Background: an optimization exercise with open tools, aiming at small area. Do not read the settings as production practice.
Only simulation tests tie the RTL to the original design; equivalence was not proved.

## can_rx_msgbuf
module can_rx_msgbuf
#(
  parameter  int unsigned NUM_FILTERS = 20,
  parameter  int unsigned DEPTH       = 8,
  localparam int unsigned FMI_W       = $clog2(NUM_FILTERS + 1),
  localparam int unsigned OCC_W       = $clog2(DEPTH) + 1
) (
  input  logic                         clk,
  input  logic                         RST,
  input  logic                         clear,
  input  logic                         new_ID,
  input  logic [28:0]                  ID,
  input  logic                         RTR,
  input  logic                         EXT,
  input  logic [7:0]                   data,
  input  logic [3:0]                   data_index,
  input  logic                         load_data,
  input  logic [3:0]                   pkt_size,
  input  logic                         pkt_done,
  input  logic                         pkt_abort,
  input  logic                         enable_overrun,
  input  logic [NUM_FILTERS-1:0]       mask_enable,
  input  logic [KEY_W*NUM_FILTERS-1:0] filter_flat,
  input  logic [KEY_W*NUM_FILTERS-1:0] mask_flat,
  input  logic                         read_fifo,
  output logic [OCC_W-1:0]             occupancy,
  output logic                         full,
  output logic                         empty,
  output logic                         overrun,
  output logic [31:0]                  data_L,
  output logic [31:0]                  data_H,
  output logic [28:0]                  ID_out,
  output logic [3:0]                   pkt_size_out,
  output logic                         RTR_out,
  output logic                         EXT_out,
  output logic [FMI_W-1:0]             fmi_out,
  output logic                         fifo_read
);
clock: 10.0 ns
lec_check: 0
cap_margin: 10
core_area: 10 10 490 490
die_area: 0 0 500 500
slew_margin: 10
standard.sh (not shown) runs the stock make flow with config.mk's settings and CLKGATE_MAP_FILE= SYNTH_SCRIPT=/design/flow/synth_recipe.tcl, a recipe that flattens the netlist after the stock synthesis.
==> flow/flow/run.sh <==
#!/bin/bash
# Standard ORFS layout with an area-oriented abc mapping script, smaller port
# buffers and a lighter clock tree.
set -euo pipefail
work=$PWD
# ORFS scripts with abc's mapping script replaced (registers are untouched:
# abc only maps the logic between them)
rm -rf "$work/scripts_area"
cp -r "$FLOW_HOME/scripts" "$work/scripts_area"
cp "$work/flow/abc_area.script" "$work/scripts_area/abc_speed.script"
# Port buffers: the smallest buffer instead of the default delay-cell pick
export BUFFER_PORTS_ARGS="-buffer_cell sky130_fd_sc_hd__buf_1"
# Clock tree: sink clusters of up to 16 on clkbuf_8, no dummy loads
export CTS_ARGS="-sink_clustering_enable -sink_clustering_size 16 -sink_clustering_max_diameter 50 -repair_clock_nets -dont_use_dummy_load -buf_list {sky130_fd_sc_hd__clkbuf_8}"
bash standard.sh SCRIPTS_DIR="$work/scripts_area" synth > synth_flow.log 2>&1
bash standard.sh > standard_flow.log 2>&1
==> flow/flow/abc_area.script <==
&get -n
&st
&syn2
&dch
&nf -a
&st
&syn2
&dch
&nf -a
&st
&dch -f
&nf -a
&put
topo
The baseline completed with no timing, DRC or antenna violations.
Edit:
--- a/flow/flow/run.sh
+++ b/flow/flow/run.sh
@@ -13,3 +13,3 @@
 # Clock tree: sink clusters of up to 16 on clkbuf_8, no dummy loads
-export CTS_ARGS="-sink_clustering_enable -sink_clustering_size 16 -sink_clustering_max_diameter 50 -repair_clock_nets -dont_use_dummy_load -buf_list {sky130_fd_sc_hd__clkbuf_8}"
+export CTS_ARGS="-sink_clustering_enable -sink_clustering_size 30 -sink_clustering_max_diameter 60 -repair_clock_nets -dont_use_dummy_load -buf_list {sky130_fd_sc_hd__clkbuf_16}"
 bash standard.sh SCRIPTS_DIR="$work/scripts_area" synth > synth_flow.log 2>&1
Setup slack gets better by 170 ps.
Final cell count is about the same.
Final area is higher by 1.3%.
Core utilization came out higher by 0.27 points.
Wire length stays flat.
Clock skew is about the same.
Sequential cell count is unchanged.
Edit:
--- a/flow/flow/run.sh
+++ b/flow/flow/run.sh
@@ -13,3 +13,3 @@
 # Clock tree: sink clusters of up to 16 on clkbuf_8, no dummy loads
-export CTS_ARGS="-sink_clustering_enable -sink_clustering_size 30 -sink_clustering_max_diameter 60 -repair_clock_nets -dont_use_dummy_load -buf_list {sky130_fd_sc_hd__clkbuf_16}"
+export CTS_ARGS="-sink_clustering_enable -sink_clustering_size 16 -sink_clustering_max_diameter 50 -repair_clock_nets -dont_use_dummy_load -buf_list {sky130_fd_sc_hd__clkbuf_8}"
 bash standard.sh SCRIPTS_DIR="$work/scripts_area" synth > synth_flow.log 2>&1
- CAP_MARGIN: 10 -> 5
- SLEW_MARGIN: 10 -> 5
The changed run went through all stages and came out clean.
Final cell count barely changes.
Design area decreases slightly.
Clock-buffer cell count increases by 22.
Maximum frequency decreases slightly.
Worst setup slack is worse by 120 ps.
Wire length hardly moves.
Via count hardly moves.
Core utilization decreases by 0.26 points.
Global-route usage barely changes.
Non-clock buffer count increases by 1.
Edit:
--- a/flow/flow/run.sh
+++ b/flow/flow/run.sh
@@ -13,3 +13,3 @@
 # Clock tree: sink clusters of up to 16 on clkbuf_8, no dummy loads
-export CTS_ARGS="-sink_clustering_enable -sink_clustering_size 16 -sink_clustering_max_diameter 50 -repair_clock_nets -dont_use_dummy_load -buf_list {sky130_fd_sc_hd__clkbuf_8}"
+export CTS_ARGS="-sink_clustering_enable -sink_clustering_size 16 -sink_clustering_max_diameter 70 -repair_clock_nets -dont_use_dummy_load -buf_list {sky130_fd_sc_hd__clkbuf_8}"
 bash standard.sh SCRIPTS_DIR="$work/scripts_area" synth > synth_flow.log 2>&1
==> flow/flow/abc_area.script (replaced) <==
&get -n
&st
&syn2
&dch
&nf -a -p -R 1000 -F 8 -A 4
&st
&syn2
&dch
&nf -a -p -R 1000 -F 8 -A 4
&st
&dch -f
&nf -a -p -R 1000 -F 8 -A 4
&put
topo
- CAP_MARGIN: 5 -> 10
- SLEW_MARGIN: 5 -> 10
What happened: The changed run passed the timing, DRC and antenna checks; cell area came out lower by 0.84%; hold slack is worse by 36 ps; clock skew came out lower by 35 ps.

## port drivers added, routing unchanged
The results above use ideal ports. As a check the final layouts listed here were re-extracted and re-timed, cells and wires unchanged. Step 1 (the two cells are an assumption about what drives the block):
set clk [get_ports {clk}]
set_driving_cell -lib_cell sky130_fd_sc_hd__clkbuf_16 $clk
set_driving_cell -lib_cell sky130_fd_sc_hd__buf_2 [delete_from_list [all_inputs] $clk]
Step 2, shift: input delay + t, output delay - t, t = (earliest + latest rising clock arrival at the registers) / 2. This alone moves slack from input paths to output paths. Slacks: no drivers / after step 1 / after step 2; pairs: no drivers / after step 1.
run	t (ns)	slack for setup (ns)	hold WS [ns]	worst setup path after step 2	slew at the worst register clock pin (ns)
the first run	0.887	2.707 / 2.622 / 2.591	0.255 / 0.255 / 0.255	input to register	0.11 / 0.11
the second run	0.779	2.873 / 2.785 / 2.533	0.226 / 0.226 / 0.226	input to register	0.11 / 0.11
the third run	0.898	2.752 / 2.665 / 2.658	0.294 / 0.294 / 0.294	input to register	0.11 / 0.11
the fourth run	0.860	2.312 / 2.312 / 2.312	0.258 / 0.258 / 0.258	register to register	0.12 / 0.12
After both steps setup and hold are still met in every run listed. The setup slack of the second run, which loses most, moves by -0.088 ns with the drivers and by -0.340 ns with both steps.
